What follows belongs to an exercise in optimizing a design on an open flow for small area and a short achievable clock period; a production flow would make more cautious choices.
Function was not checked in any run shown here: the RTL went through the layout flow alone.
Power and IR drop assume default switching activity.

==> flow/design.v, too long to show whole: its modules and the start of the top module <==
// module prt_scaler_krnl_n_mac: 664 lines
// module prt_scaler_krnl_n: 112 lines
module prt_scaler_krnl_n #(
  parameter int P_PPC   = 4,
  parameter int P_BPC   = 8,
  parameter int P_TAPS  = 4,
  parameter int P_LINES = 2,
  parameter int P_WIN   = 5,
  parameter int P_CBW   = 8,
  localparam int SELW   = $clog2(P_LINES * P_WIN),
  localparam int ADRW   = ($clog2(P_PPC) < 1) ? 1 : $clog2(P_PPC)
) (
  input  logic                              CLK_IN,
  input  logic                              RST_IN,
  input  logic                              AGNT_DE_IN,
  input  logic                              BYPASS_IN,
  input  logic [P_LINES*P_WIN*P_BPC-1:0]    SLW_DAT_IN,
  input  logic [P_PPC*P_TAPS*SELW-1:0]      MUX_SEL_IN,
  input  logic                              COEF_WR_IN,
  input  logic [ADRW-1:0]                   COEF_ADR_IN,
  input  logic [P_TAPS*P_CBW-1:0]           COEF_DAT_IN,
  input  logic                              COEF_UPD_IN,
  output logic                              COEF_PEND_OUT,
  output logic [P_PPC*P_BPC-1:0]            VID_DAT_OUT,
  output logic                              VID_DE_OUT
);
  // ...
==> flow/flow/run.sh <==
#!/bin/bash
# Layout flow: the standard synthesis, then fixinv.py, a netlist pass that
# removes the inverters Yosys's full-adder extraction leaves around the fa
# cells (a full adder is self-dual, so each one may work on complemented
# signals instead), then the standard layout from floorplan to finish.
# Each tool's output goes to a log file of its own in this folder.
set -euo pipefail
R=orfs/results/${FLOW_PLATFORM}/prt_scaler_krnl_n/base
LIB=${FLOW_HOME}/platforms/${FLOW_PLATFORM}/lib/sky130_fd_sc_hd__tt_025C_1v80.lib
bash standard.sh synth > synth.log 2>&1
cp "$R/1_2_yosys.v" yosys_standard.v
python3 flow/fixinv.py "$LIB" yosys_standard.v "$R/1_2_yosys.v" > fixinv.log 2>&1
rm -f "$R/1_synth.odb" "$R/1_synth.sdc"
bash standard.sh > layout.log 2>&1
==> flow/flow/fixinv.py <==
#!/usr/bin/env python3
"""Remove inverters around full-adder cells in a Yosys netlist.

A full adder is self-dual: FA(~a, ~b, ~c) = (~cout, ~sum).  Yosys's extract_fa
leaves many inverters between full adders and at their inputs.  This script
chooses, for every fa cell, whether it works on true or complemented signals,
and for simple gates whether to use the cell of the complemented function
(and2 <-> nand2, ...), so that as few inverters as possible are needed, then
rewrites the netlist.  The function of the netlist is unchanged; registers
and ports are untouched.

usage: fixinv.py LIBERTY IN.v OUT.v
"""
import re
import sys
import collections

CELL_RE = re.compile(r"^\s*(sky130_fd_sc_hd__\w+)\s+(\S+)\s*\((.*?)\);", re.S | re.M)
PIN_RE = re.compile(r"\.(\w+)\(\s*([^()]*?)\s*\)")
P = "sky130_fd_sc_hd__"
INV_AREA = 3.7536
PAIRS = """and2 nand2 and3 nand3 and4 nand4 or2 nor2 or3 nor3 or4 nor4 a21o a21oi o21a o21ai
a22o a22oi o22a o22ai a31o a31oi o31a o31ai a211o a211oi o211a o211ai a221o a221oi
o221a o221ai xor2 xnor2 and2b nand2b or2b nor2b and3b nand3b or3b nor3b a32o a32oi
o32a o32ai a2bb2o a2bb2oi o2bb2a o2bb2ai a41o a41oi o41a o41ai a311o a311oi o311a o311ai
a2111o a2111oi o2111a o2111ai and4b nand4b or4b nor4b a21bo a21boi o21ba o21bai""".split()


def esc(n):
    return n + " " if n.startswith("\\") else n


def read_lib(path):
    """cell -> (area, input pins, output pins)"""
    cells = {}
    cur = None
    pin = None
    for line in open(path):
        m = re.match(r"\s*cell\s*\(\s*\"?(\w+)\"?\s*\)", line)
        if m:
            cur = m.group(1)
            cells[cur] = [0.0, set(), set()]
            continue
        if cur is None:
            continue
        m = re.match(r"\s*area\s*:\s*([\d.]+)", line)
        if m and cells[cur][0] == 0.0:
            cells[cur][0] = float(m.group(1))
        m = re.match(r"\s*pin\s*\(\s*\"?(\w+)\"?\s*\)", line)
        if m:
            pin = m.group(1)
        m = re.match(r"\s*direction\s*:\s*\"?(\w+)\"?", line)
        if m and pin:
            (cells[cur][1] if m.group(1) == "input" else cells[cur][2]).add(pin)
            pin = None
    return cells


def main():
    lib, src, dst = sys.argv[1], sys.argv[2], sys.argv[3]
    libc = read_lib(lib)
    comp = {}
    for i in range(0, len(PAIRS), 2):
        a, b = PAIRS[i], PAIRS[i + 1]
        for s in ("_0", "_1", "_2", "_4"):
            ca, cb = P + a + s, P + b + s
            # use drive _1 of the complement when the same drive does not exist
            for cbx in (cb, P + b + "_1", P + b + "_0"):
                if ca in libc and cbx in libc and libc[ca][1] == libc[cbx][1] \
                        and len(libc[ca][2]) == 1 and len(libc[cbx][2]) == 1:
                    comp[ca] = cbx
                    break
            for cax in (ca, P + a + "_1", P + a + "_0"):
                if cb in libc and cax in libc and libc[cb][1] == libc[cax][1] \
                        and len(libc[cb][2]) == 1 and len(libc[cax][2]) == 1:
                    comp[cb] = cax
                    break
    outpin = {c: next(iter(v[2])) for c, v in libc.items() if len(v[2]) == 1}

    text = open(src).read()
    mod_start = text.index("module ")
    header_end = text.index(");", mod_start) + 2
    header = text[mod_start:header_end]
    ports = set(x.strip() for x in header[header.index("(") + 1:-2].split(","))

    def is_port(net):
        return net.split("[")[0].strip() in ports or net in ports

    cells = []
    for m in CELL_RE.finditer(text):
        typ, name, body = m.group(1), m.group(2), m.group(3)
        pins = [(p, n.strip()) for p, n in PIN_RE.findall(body)]
        cells.append([typ, name, pins, m.start(), m.end()])

    def outs(ci):
        typ = cells[ci][0]
        return libc[typ][2] if typ in libc else set()

    driver = {}
    for ci, c in enumerate(cells):
        for p, n in c[2]:
            if p in outs(ci):
                driver[n] = ci

    INV = {t for t in libc if re.match(P + r"(clk)?inv_\d+$", t)}
    inv_in = {}
    for ci, (typ, name, pins, _, _) in enumerate(cells):
        if typ in INV:
            d = dict(pins)
            if not is_port(d["Y"]) and not d["A"].startswith("1'b") and d["A"]:
                inv_in[d["Y"]] = d["A"]

    def root(net):
        pol = 0
        n = 0
        while net in inv_in and n < 64:
            net = inv_in[net]
            pol ^= 1
            n += 1
        return net, pol

    FA = {t for t in libc if re.match(P + r"fa_\d+$", t)}
    kind = {}     # ci -> 'fa' | 'gate'
    for ci, c in enumerate(cells):
        if c[0] in FA:
            kind[ci] = "fa"
        elif c[0] in comp:
            # a gate whose output is a port stays as it is
            o = dict(c[2]).get(outpin[c[0]])
            if o is not None and not is_port(o):
                kind[ci] = "gate"
    flip = collections.defaultdict(int)

    demands = collections.defaultdict(list)   # root -> [(ci, pol)]
    cell_roots = collections.defaultdict(set)
    for ci, (typ, name, pins, _, _) in enumerate(cells):
        if typ in INV and dict(pins)["Y"] in inv_in:
            continue
        for p, n in pins:
            if p in outs(ci):
                cell_roots[ci].add(n)
                continue
            if n.startswith("1'b") or n == "":
                continue
            r, pol = root(n)
            demands[r].append((ci, pol))
            cell_roots[ci].add(r)

    def prov(r):
        d = driver.get(r)
        if d is not None and d in kind:
            return flip[d]
        return 0

    def root_cost(r):
        pv = prov(r)
        for ci, pol in demands[r]:
            w = pol ^ (flip[ci] if kind.get(ci) == "fa" else 0)
            if w != pv:
                return INV_AREA
        return 0.0

    def gate_cost(ci):
        if kind.get(ci) == "gate" and flip[ci]:
            return libc[comp[cells[ci][0]]][0] - libc[cells[ci][0]][0]
        return 0.0

    def cost_of(cis):
        rs = set()
        for ci in cis:
            rs |= cell_roots[ci]
        return sum(root_cost(r) for r in rs) + sum(gate_cost(ci) for ci in cis)

    # FA components joined by FA-to-FA connections
    fa_list = [ci for ci in kind if kind[ci] == "fa"]
    parent = {ci: ci for ci in fa_list}

    def find(x):
        while parent[x] != x:
            parent[x] = parent[parent[x]]
            x = parent[x]
        return x

    for ci in fa_list:
        for p, n in cells[ci][2]:
            if p in outs(ci):
                continue
            r, _ = root(n)
            d = driver.get(r)
            if d is not None and kind.get(d) == "fa":
                parent[find(ci)] = find(d)
    comps = collections.defaultdict(list)
    for ci in fa_list:
        comps[find(ci)].append(ci)

    # colour each group so that every FA-to-FA connection needs no inverter
    fa_adj = collections.defaultdict(list)
    for ci in fa_list:
        for p, n in cells[ci][2]:
            if p in outs(ci):
                continue
            r, pol = root(n)
            d = driver.get(r)
            if d is not None and kind.get(d) == "fa":
                fa_adj[ci].append((d, pol))
                fa_adj[d].append((ci, pol))
    seen = set()
    for members in comps.values():
        s0 = members[0]
        flip[s0] = 0
        seen.add(s0)
        stack = [s0]
        while stack:
            u = stack.pop()
            for v, pol in fa_adj[u]:
                if v not in seen:
                    seen.add(v)
                    flip[v] = flip[u] ^ pol
                    stack.append(v)

    all_roots = list(demands)
    total0 = sum(root_cost(r) for r in all_roots)

    def try_move(cis):
        before = cost_of(cis)
        for ci in cis:
            flip[ci] ^= 1
        after = cost_of(cis)
        if after < before - 1e-9:
            return True
        for ci in cis:
            flip[ci] ^= 1
        return False

    gates = [ci for ci in kind if kind[ci] == "gate"]
    for singles in (False, True):
        for rnd in range(30):
            changed = False
            for members in comps.values():
                if try_move(members):
                    changed = True
            for ci in gates:
                if try_move([ci]):
                    changed = True
            if singles:
                for ci in fa_list:
                    if try_move([ci]):
                        changed = True
            if not changed:
                break
    total1 = sum(root_cost(r) for r in all_roots) + sum(gate_cost(ci) for ci in gates)

    invnet = {}
    new_cells = []
    new_wires = []
    k = 0

    def net_for(r, want):
        nonlocal k
        if want == prov(r):
            return r
        if r not in invnet:
            k += 1
            nn = f"_finv_n{k}_"
            invnet[r] = nn
            new_wires.append(nn)
            new_cells.append(f"  {P}inv_1 _finv_c{k}_ (\n    .A({esc(r)}),\n    .Y({nn})\n  );\n")
        return invnet[r]

    out = []
    pos = 0
    nflip_g = 0
    for ci, (typ, name, pins, s, e) in enumerate(cells):
        out.append(text[pos:s])
        pos = e
        if typ in INV and dict(pins)["Y"] in inv_in:
            continue
        ntyp = typ
        if kind.get(ci) == "gate" and flip[ci]:
            ntyp = comp[typ]
            nflip_g += 1
        newpins = []
        for p, n in pins:
            if p in outs(ci):
                if ntyp != typ:
                    p = outpin[ntyp]
                newpins.append((p, n))
            elif n.startswith("1'b") or n == "":
                newpins.append((p, n))
            else:
                r, pol = root(n)
                want = pol ^ (flip[ci] if kind.get(ci) == "fa" else 0)
                newpins.append((p, net_for(r, want)))
        body = ",\n".join(f"    .{p}({esc(n)})" for p, n in newpins)
        out.append(f"{ntyp} {name} (\n{body}\n  );")
    rest = text[pos:]
    endm = rest.rindex("endmodule")
    out.append(rest[:endm])
    out.append("".join(new_cells))
    out.append(rest[endm:])
    res = "".join(out)
    decl = "".join(f"  wire {w};\n" for w in new_wires)
    hi = res.index(");", res.index("module ")) + 2
    res = res[:hi] + "\n" + decl + res[hi:]
    open(dst, "w").write(res)
    ninv_old = sum(1 for c in cells if c[0] in INV)
    print(f"fa cells {len(fa_list)} in {len(comps)} groups, fa flipped "
          f"{sum(flip[c] for c in fa_list)}, gates swapped {nflip_g}, "
          f"inverters {ninv_old} -> {ninv_old - len(inv_in) + len(new_cells)}, "
          f"area cost {total0:.1f} -> {total1:.1f}")


if __name__ == "__main__":
    main()
==> flow/standard.sh <==
#!/bin/bash
# synth_recipe.tcl (not shown) runs the flow's synth.tcl, then flattens the netlist and writes it again
# the make line also repeats each setting of config.mk as NAME=value (left out here)
make -C /OpenROAD-flow-scripts/flow DESIGN_CONFIG=/design/flow/config.mk WORK_HOME=/design/flow/orfs CLKGATE_MAP_FILE= SYNTH_SCRIPT=/design/flow/synth_recipe.tcl "${@:-finish}"
==> flow/config.mk <==
export PLATFORM = sky130hd
export DESIGN_NAME = prt_scaler_krnl_n
export DESIGN_NICKNAME = prt_scaler_krnl_n
export VERILOG_FILES = /design/flow/design.v
export SDC_FILE = /design/flow/constraint.sdc
export NUM_CORES = 4
export LEC_CHECK = 0
export CAP_MARGIN = 20
export CORE_MARGIN = 2
export CORE_UTILIZATION = 40
export SETUP_SLACK_MARGIN = 3.5
export SLEW_MARGIN = 20
==> flow/constraint.sdc <==
create_clock -name core_clock -period 6.0 [get_ports {CLK_IN}]
set_input_delay 1.2000 -clock core_clock [delete_from_list [all_inputs] [get_ports {CLK_IN}]]
set_output_delay 1.2000 -clock core_clock [all_outputs]
set_load 0.01 [all_outputs]
==> impl_summary.log, run 1 <==
INFO  metric pg_clk = 7.43 mW
INFO  metric layout-area-overhead-vs-synth = 13.4%
INFO  metric fillers = 14,248
INFO  metric syn-cell-area = 64,900 µm²
INFO  metric number_of_flip_flops_under_the_largest_register_name = 364
INFO  metric grtUsageMet2 = 0.365
INFO  metric worstPathRequired = 6.66 ns
INFO  metric placed_area = 68,900 µm²
INFO  metric maxSlewHeadroom = 0.112
INFO  metric worstPathBufferInverterCount = 1
INFO  metric regToRegStartpoint = s0_tap[86]$_SDFF_PP0_
INFO  metric post-route-worst-setup-slack = 3.40 ns
INFO  metric whs_endpoint = g_pix[1].u_mac.r4[3]$_DFF_P_
INFO  metric post_route_cells_drive_above_1_share = 0.150
INFO  metric worst_skew_pair.late_latency = 0.74 ns
INFO  metric first_pass_iteration_count_of_the_detailed_router = 5
INFO  metric multi_input_area = 39,000 µm²
INFO  metric dr.max_layer_used = met5
INFO  metric worst_case_clock_buffer_depth = 3
INFO  metric overflow = 0
INFO  metric cts_tree = yes
INFO  metric first_iter_violations = 4,512
INFO  metric multi_input_area_share = 0.529
INFO  metric report.final.setup_viol = 0
INFO  metric outcome = timing/DRC/antenna clean
INFO  metric critical_path.cell_chain = dlygate4sd2_1 > mux4_2 > mux2i_1 > o22a_1 > nor2b_1
INFO  metric postRouteWirelength = 198 mm
INFO  metric critical_path_peak_fanout = 16
INFO  metric mostFrequentLayoutCells = 1,065 x and2_1, 940 x fa_1, 792 x dfxtp_1
INFO  metric grt_pass1_wl = 290 mm
INFO  metric cts_buffers = 118
INFO  metric initial_antenna_violation_count = 63
INFO  metric met3_length = 21.6 mm
INFO  metric final_cell_count_no_fill = 7,296
INFO  metric detailedPlacementHpwl = 147 mm
INFO  metric grt_most_used_layer = met2
INFO  metric final.min_clock_period = 2.60 ns
INFO  metric cts-root-buf = clkbuf_16
INFO  metric sequential_fraction_of_design_power = 0.434
INFO  metric power_sequential = 9.72 mW
INFO  metric postSynthNetCount = 5,990
INFO  metric rsz0062_at_grt = true
INFO  metric reg_top3 = g_pix.u_mac.r2 x364, g_pix.u_mac.r3 x160
==> run 2, diff against run 1 <==
--- a/flow/design.v
+++ b/flow/design.v
@@ -548,122 +548,86 @@
   wire l1_s443 = l1_s421 ^ l1_s423 ^ l1_c386;
   wire l1_c444 = (l1_s421 & l1_s423) | (l1_s421 & l1_c386) | (l1_s423 & l1_c386);
   wire l1_s445 = l1_s425 ^ l1_c388 ^ l1_c390;
   wire l1_c446 = (l1_s425 & l1_c388) | (l1_s425 & l1_c390) | (l1_c388 & l1_c390);
   wire l1_s447 = l1_s427 ^ l1_c394 ^ l1_c426;
   wire l1_c448 = (l1_s427 & l1_c394) | (l1_s427 & l1_c426) | (l1_c394 & l1_c426);
   wire l1_s449 = l1_s399 ^ l1_c398 ^ l1_c430;
   wire l1_c450 = (l1_s399 & l1_c398) | (l1_s399 & l1_c430) | (l1_c398 & l1_c430);
-  logic [39:0] r3;
+  wire l1_s451 = l1_s433 ^ l1_c404 ^ l1_c432;
+  wire l1_c452 = (l1_s433 & l1_c404) | (l1_s433 & l1_c432) | (l1_c404 & l1_c432);
+  wire l1_s453 = l1_s435 ^ l1_c406 ^ l1_c434;
+  wire l1_c454 = (l1_s435 & l1_c406) | (l1_s435 & l1_c434) | (l1_c406 & l1_c434);
+  wire l1_s455 = l1_s437 ^ l1_c408 ^ l1_c436;
+  wire l1_c456 = (l1_s437 & l1_c408) | (l1_s437 & l1_c436) | (l1_c408 & l1_c436);
+  wire l1_s457 = l1_s439 ^ l1_c412 ^ l1_c438;
+  wire l1_c458 = (l1_s439 & l1_c412) | (l1_s439 & l1_c438) | (l1_c412 & l1_c438);
+  wire l1_s459 = l1_s441 ^ l1_c416 ^ l1_c440;
+  wire l1_c460 = (l1_s441 & l1_c416) | (l1_s441 & l1_c440) | (l1_c416 & l1_c440);
+  wire l1_s461 = l1_s443 ^ l1_c418 ^ l1_c420;
+  wire l1_c462 = (l1_s443 & l1_c418) | (l1_s443 & l1_c420) | (l1_c418 & l1_c420);
+  wire l1_s463 = l1_s445 ^ l1_c422 ^ l1_c424;
+  wire l1_c464 = (l1_s445 & l1_c422) | (l1_s445 & l1_c424) | (l1_c422 & l1_c424);
+  wire l1_s465 = l1_s429 ^ l1_c428 ^ l1_c448;
+  wire l1_c466 = (l1_s429 & l1_c428) | (l1_s429 & l1_c448) | (l1_c428 & l1_c448);
+  wire l1_s467 = r2[90] ^ l1_c400 ^ l1_c450;
+  wire l1_c468 = (r2[90] & l1_c400) | (r2[90] & l1_c450) | (l1_c400 & l1_c450);
+  logic [30:0] r3;
   always_ff @(posedge CLK_IN) begin
     r3[0] <= r2[0];
     r3[1] <= r2[1];
     r3[2] <= r2[2];
     r3[3] <= r2[3];
     r3[4] <= r2[4];
     r3[5] <= l1_s349;
     r3[6] <= l1_s401;
     r3[7] <= l1_s431;
-    r3[8] <= l1_s433;
-    r3[9] <= l1_c404;
-    r3[10] <= l1_c432;
-    r3[11] <= l1_s435;
-    r3[12] <= l1_c406;
-    r3[13] <= l1_c434;
-    r3[14] <= l1_s437;
-    r3[15] <= l1_c408;
-    r3[16] <= l1_c436;
-    r3[17] <= l1_s439;
-    r3[18] <= l1_c412;
-    r3[19] <= l1_c438;
-    r3[20] <= l1_s441;
-    r3[21] <= l1_c416;
-    r3[22] <= l1_c440;
-    r3[23] <= l1_s443;
-    r3[24] <= l1_c418;
-    r3[25] <= l1_c420;
-    r3[26] <= l1_c442;
-    r3[27] <= l1_s445;
-    r3[28] <= l1_c422;
-    r3[29] <= l1_c424;
-    r3[30] <= l1_c444;
-    r3[31] <= l1_s447;
-    r3[32] <= l1_c446;
-    r3[33] <= l1_s429;
-    r3[34] <= l1_c428;
-    r3[35] <= l1_c448;
-    r3[36] <= l1_s449;
-    r3[37] <= r2[90];
-    r3[38] <= l1_c400;
-    r3[39] <= l1_c450;
+    r3[8] <= l1_s451;
+    r3[9] <= l1_s453;
+    r3[10] <= l1_c452;
+    r3[11] <= l1_s455;
+    r3[12] <= l1_c454;
+    r3[13] <= l1_s457;
+    r3[14] <= l1_c456;
+    r3[15] <= l1_s459;
+    r3[16] <= l1_c458;
+    r3[17] <= l1_s461;
+    r3[18] <= l1_c442;
+    r3[19] <= l1_c460;
+    r3[20] <= l1_s463;
+    r3[21] <= l1_c444;
+    r3[22] <= l1_c462;
+    r3[23] <= l1_s447;
+    r3[24] <= l1_c446;
+    r3[25] <= l1_c464;
+    r3[26] <= l1_s465;
+    r3[27] <= l1_s449;
+    r3[28] <= l1_c466;
+    r3[29] <= l1_s467;
+    r3[30] <= l1_c468;
   end
-  wire l2_s451 = r3[8] ^ r3[9] ^ r3[10];
-  wire l2_c452 = (r3[8] & r3[9]) | (r3[8] & r3[10]) | (r3[9] & r3[10]);
-  wire l2_s453 = r3[11] ^ r3[12] ^ r3[13];
-  wire l2_c454 = (r3[11] & r3[12]) | (r3[11] & r3[13]) | (r3[12] & r3[13]);
-  wire l2_s455 = r3[14] ^ r3[15] ^ r3[16];
-  wire l2_c456 = (r3[14] & r3[15]) | (r3[14] & r3[16]) | (r3[15] & r3[16]);
-  wire l2_s457 = r3[17] ^ r3[18] ^ r3[19];
-  wire l2_c458 = (r3[17] & r3[18]) | (r3[17] & r3[19]) | (r3[18] & r3[19]);
-  wire l2_s459 = r3[20] ^ r3[21] ^ r3[22];
-  wire l2_c460 = (r3[20] & r3[21]) | (r3[20] & r3[22]) | (r3[21] & r3[22]);
-  wire l2_s461 = r3[23] ^ r3[24] ^ r3[25];
-  wire l2_c462 = (r3[23] & r3[24]) | (r3[23] & r3[25]) | (r3[24] & r3[25]);
-  wire l2_s463 = r3[27] ^ r3[28] ^ r3[29];
-  wire l2_c464 = (r3[27] & r3[28]) | (r3[27] & r3[29]) | (r3[28] & r3[29]);
-  wire l2_s465 = r3[33] ^ r3[34] ^ r3[35];
-  wire l2_c466 = (r3[33] & r3[34]) | (r3[33] & r3[35]) | (r3[34] & r3[35]);
-  wire l2_s467 = r3[37] ^ r3[38] ^ r3[39];
-  wire l2_c468 = (r3[37] & r3[38]) | (r3[37] & r3[39]) | (r3[38] & r3[39]);
-  wire l2_s469 = l2_s461 ^ r3[26] ^ l2_c460;
-  wire l2_c470 = (l2_s461 & r3[26]) | (l2_s461 & l2_c460) | (r3[26] & l2_c460);
-  wire l2_s471 = l2_s463 ^ r3[30] ^ l2_c462;
-  wire l2_c472 = (l2_s463 & r3[30]) | (l2_s463 & l2_c462) | (r3[30] & l2_c462);
-  wire l2_s473 = r3[31] ^ r3[32] ^ l2_c464;
-  wire l2_c474 = (r3[31] & r3[32]) | (r3[31] & l2_c464) | (r3[32] & l2_c464);
-  logic [27:0] r4;
-  always_ff @(posedge CLK_IN) begin
-    r4[0] <= r3[0];
-    r4[1] <= r3[1];
-    r4[2] <= r3[2];
-    r4[3] <= r3[3];
-    r4[4] <= r3[4];
-    r4[5] <= r3[5];
-    r4[6] <= r3[6];
-    r4[7] <= r3[7];
-    r4[8] <= l2_s451;
-    r4[9] <= l2_s453;
-    r4[10] <= l2_c452;
-    r4[11] <= l2_s455;
-    r4[12] <= l2_c454;
-    r4[13] <= l2_s457;
-    r4[14] <= l2_c456;
-    r4[15] <= l2_s459;
-    r4[16] <= l2_c458;
-    r4[17] <= l2_s469;
-    r4[18] <= l2_s471;
-    r4[19] <= l2_c470;
-    r4[20] <= l2_s473;
-    r4[21] <= l2_c472;
-    r4[22] <= l2_s465;
-    r4[23] <= l2_c474;
-    r4[24] <= r3[36];
-    r4[25] <= l2_c466;
-    r4[26] <= l2_s467;
-    r4[27] <= l2_c468;
-  end
-  wire [18:0] cpa_a = {1'b0, r4[27], r4[26], r4[24], r4[22], r4[20], r4[18], r4[17], r4[15], r4[13], r4[11], r4[9], r4[8], r4[7], r4[6], r4[5], r4[3], r4[2], r4[0]};
-  wire [18:0] cpa_b = {1'b0, 1'b0, 1'b0, r4[25], r4[23], r4[21], r4[19], 1'b0, r4[16], r4[14], r4[12], r4[10], 1'b0, 1'b0, 1'b0, 1'b0, r4[4], 1'b0, r4[1]};
+  wire l2_s469 = r3[17] ^ r3[18] ^ r3[19];
+  wire l2_c470 = (r3[17] & r3[18]) | (r3[17] & r3[19]) | (r3[18] & r3[19]);
+  wire l2_s471 = r3[20] ^ r3[21] ^ r3[22];
+  wire l2_c472 = (r3[20] & r3[21]) | (r3[20] & r3[22]) | (r3[21] & r3[22]);
+  wire l2_s473 = r3[23] ^ r3[24] ^ r3[25];
+  wire l2_c474 = (r3[23] & r3[24]) | (r3[23] & r3[25]) | (r3[24] & r3[25]);
+  wire [18:0] cpa_a = {1'b0, r3[30], r3[29], r3[27], r3[26], l2_s473, l2_s471, l2_s469, r3[15], r3[13], r3[11], r3[9], r3[8], r3[7], r3[6], r3[5], r3[3], r3[2], r3[0]};
+  wire [18:0] cpa_b = {1'b0, 1'b0, 1'b0, r3[28], l2_c474, l2_c472, l2_c470, 1'b0, r3[16], r3[14], r3[12], r3[10], 1'b0, 1'b0, 1'b0, 1'b0, r3[4], 1'b0, r3[1]};
   wire [18:0] sum = cpa_a + cpa_b;
   wire sat = |sum[18:16];
   wire [7:0] pix_c = sat ? 8'hff : sum[15:8];
+  logic [7:0] r4;
+  always_ff @(posedge CLK_IN) begin
+    r4 <= pix_c;
+  end
   logic [7:0] r5;
   always_ff @(posedge CLK_IN) begin
-    r5 <= pix_c;
+    r5 <= r4;
   end
   assign pix_dat = r5;
 endmodule
 module prt_scaler_krnl_n #(
   parameter int P_PPC   = 4,
   parameter int P_BPC   = 8,
   parameter int P_TAPS  = 4,
   parameter int P_LINES = 2,
==> flow/config.mk (replaced) <==
export PLATFORM = sky130hd
export DESIGN_NAME = prt_scaler_krnl_n
export DESIGN_NICKNAME = prt_scaler_krnl_n
export VERILOG_FILES = /design/flow/design.v
export SDC_FILE = /design/flow/constraint.sdc
export NUM_CORES = 4
export LEC_CHECK = 0
export CAP_MARGIN = 20
export CORE_MARGIN = 2
export CORE_UTILIZATION = 40
export SETUP_SLACK_MARGIN = 3.4
export SLEW_MARGIN = 20
==> impl_summary.log, run 2 <==
INFO  metric power_per_cell_area = 299 nW/µm²
INFO  metric port_buffers = 217
INFO  metric remaining_drc_errors = 0
INFO  metric post-place-cells = 6,749
INFO  metric design.portCount = 218
INFO  metric postRouteWirelength = 192 mm (-3.2%)
INFO  metric post-route-worst-setup-slack = 3.37 ns (-0.0370 ns)
INFO  metric grt_start_max_net_pins = 96
INFO  metric first_pass_iteration_count_of_the_detailed_router = 5 (unchanged)
INFO  metric vdd.ir_drop.worst = 0.236 mV
INFO  metric worst_slew_pin_tran = 1.24 ns
INFO  metric final_cell_count_no_fill = 6,966 (-4.5%)
INFO  metric skew = 0.0467 ns
INFO  metric p_total = 20.9 mW
INFO  metric timing_worst_setup_path_type = in2reg
INFO  metric classification_of_the_worst_slack_hold_path = reg2reg
INFO  metric worstPathBufferInverterCount = 1 (unchanged)
INFO  metric die_height = 400 µm
INFO  metric post_route_cells_drive_above_1_share = 0.110 (-0.0398)
INFO  metric registers.top_by_ff_count = g_pix.u_mac.r2
INFO  metric maxCapViolations = 0
INFO  metric report.final.setup_viol = 0 (unchanged)
INFO  metric routed-wl-met2 = 88.5 mm
INFO  metric cts_buffers = 103 (-13%)
INFO  metric maxSlewHeadroom = 0.174 (+0.0620)
INFO  metric worstPathRequired = 6.61 ns (-0.05 ns)
INFO  metric dr.max_layer_used = met5
INFO  metric gp_routability_congestion = 0.896
INFO  metric critical_path_s_top_delay_family = buffers and inverters
INFO  metric grt_pass1_wl = 281 mm (-3.1%)
INFO  metric layout-area-overhead-vs-synth = 11.8%
INFO  metric final.min_clock_period = 2.63 ns (+0.0370 ns)
INFO  metric cts_tree = yes
INFO  metric cpMaxStageDelayCell = dlygate4sd2_1
INFO  metric routed-via-count = 38,769
INFO  metric worst_case_clock_buffer_depth = 3 (unchanged)
INFO  metric row_count = 145
INFO  metric detailedPlacementHpwl = 144 mm (-1.8%)
INFO  metric syn-instance-count = 4,674
INFO  metric fp.coreArea = 156,000 µm²
INFO  metric initial_utilization = 0.402
INFO  metric critical_path_peak_fanout = 16 (unchanged)
INFO  metric overflow = 0 (unchanged)
INFO  metric placed_area = 66,400 µm² (-3.6%)
INFO  metric htreeDepth = 3
INFO  metric hold_slack = 0.319 ns
INFO  metric worst_setup_ep_type = register
INFO  metric post_cts_hold_buffer_count = 0
INFO  metric critical-path-max-stage-delay = 0.99 ns
INFO  metric clk_transition_reported_paths = 0.07 ns
INFO  metric worst_skew_pair.late_latency = 0.74 ns (about the same)
INFO  metric grt.total_usage = 0.244
INFO  metric post-route-util = 0.450
INFO  metric syn_area_per_cell = 13.4 µm²
INFO  metric max_clock_freq = 0.380 GHz
INFO  metric rsz0062_at_grt = true
INFO  metric postSynthNetCount = 5,846 (-2.4%)
INFO  metric drt-vias-per-instance = 5.57
INFO  metric floorplan.die_area = 160,000 µm²
INFO  metric floorplan.die.width = 400 µm
INFO  metric report.final.hold_viol_count = 0
INFO  metric mostFrequentLayoutCells = 1,113 x and2_1, 944 x fa_1, 710 x dfxtp_1
INFO  metric cp_data_arrival_time = 3.25 ns
INFO  metric finalInstanceArea = 70,100 µm²
INFO  metric final_min_period_over_clock_period = 0.439
INFO  metric ant_nets = 0
INFO  metric outcome = timing/DRC/antenna clean
INFO  metric syn-cell-area = 62,700 µm² (-3.4%)
INFO  metric m1WireLength = 78.3 mm
INFO  metric fin_setup_tns = 0 ns
INFO  metric start_kind = input pin
INFO  metric routed_wire_length_per_instance = 27.6 µm
INFO  metric cts-root-buf = clkbuf_16
INFO  metric dp_slack = 2.01 ns
INFO  metric first_iter_violations = 4,081 (-9.6%)
INFO  metric initial_antenna_violation_count = 38 (-40%)
INFO  metric yosys_warnings = 3
INFO  metric layout.nets = 5,976
INFO  metric grt_pass1_vias = 41,340
INFO  metric critical_path.cell_chain = dlygate4sd2_1 > mux4_2 > mux2i_1 > o22a_1 > nor2b_1
INFO  metric final_max_slew_viol_count = 0
INFO  metric met3_length = 18.0 mm (-17%)
INFO  metric number_of_flip_flops_under_the_largest_register_name = 364 (unchanged)
INFO  metric final_common_cell = and2_1
INFO  metric cts_sinks = 982
INFO  metric leakage = 30.7 nW
run 2: routing by layer:
metal,vias to the layer above,track usage
li1,15948,-
met1,20375,0.336
met2,2023,0.380
met3,395,0.0495
met4,28,0.0956
met5,-,0
run 2: final timing paths:
kind,from,cells after the start,slack [ns],end
min in group asynchronous,RST_IN,2,0.93,de_sr[3]$_DFF_PP0_
max reg2reg,s0_tap[19]$_SDFF_PP0_,4,3.45,g_pix[0].u_mac.r2[46]$_DFF_P_
min reg2reg,g_pix[3].u_mac.r2[0]$_DFF_P_,0,0.32,g_pix[3].u_mac.r3[0]$_DFF_P_
min,g_pix[3].u_mac.r2[0]$_DFF_P_,0,0.32,g_pix[3].u_mac.r3[0]$_DFF_P_
max in group asynchronous,RST_IN,2,4.53,coef_pend$_DFF_PP0_
max,SLW_DAT_IN[15],5,3.37,s0_inj[31]$_SDFF_PN0_
run 2: where the power goes:
group | internal, mW | switching, mW | leakage [nW]
sequential | 7.99 | 0.732 | 8.51
combinational | 2.60 | 3.03 | 20.4
clock | 3.81 | 2.79 | 1.73
run 2: layout make-up:
| cell class | count | area [µm²] |
|---|---|---|
| Fill cell | 13907 | 85800 |
| Multi-Input combinational cell | 3308 | 38700 |
| Inverter | 160 | 603 |
| Clock buffer | 138 | 2890 |
| Sequential cell | 982 | 22300 |
| Timing Repair Buffer | 249 | 2260 |
| Antenna cell | 15 | 37.5 |
| Clock inverter | 56 | 674 |
| Tap cell | 2058 | 2570 |
run 2: timing repair:
item	4_1_cts	5_1_grt
setup buffers	2	6
setup endpoints to repair	387	270
hold endpoints to repair	0	0
pin swaps	1	4
resized for setup	127	34

-- afterwards: timing with drivers on the ports --
Ports are ideal in the flow. The routed layouts listed here were re-timed in OpenROAD.
Step 1 assumes that a clkbuf_16 drives the clock port and a buf_2 every other input.
Step 2 adds t to the input delays and takes it off the output delays; t is the mean of the earliest and latest rising clock arrival at the registers after step 1. Input paths then give back, and output paths get back, about the clock's delay inside the block.
Three values: ideal ports, drivers, drivers and shift; two values: the first two.
run	shift t [ns]	setup WS [ns]	worst setup path at the end
run 1	0.802	3.404 / 3.374 / 2.572	input to register
run 2	0.802	3.367 / 3.306 / 2.504	input to register
After both steps every run listed still meets setup and hold. For run 2, which loses most, drivers alone change the setup slack by -0.061 ns; drivers and shift together by -0.863 ns.
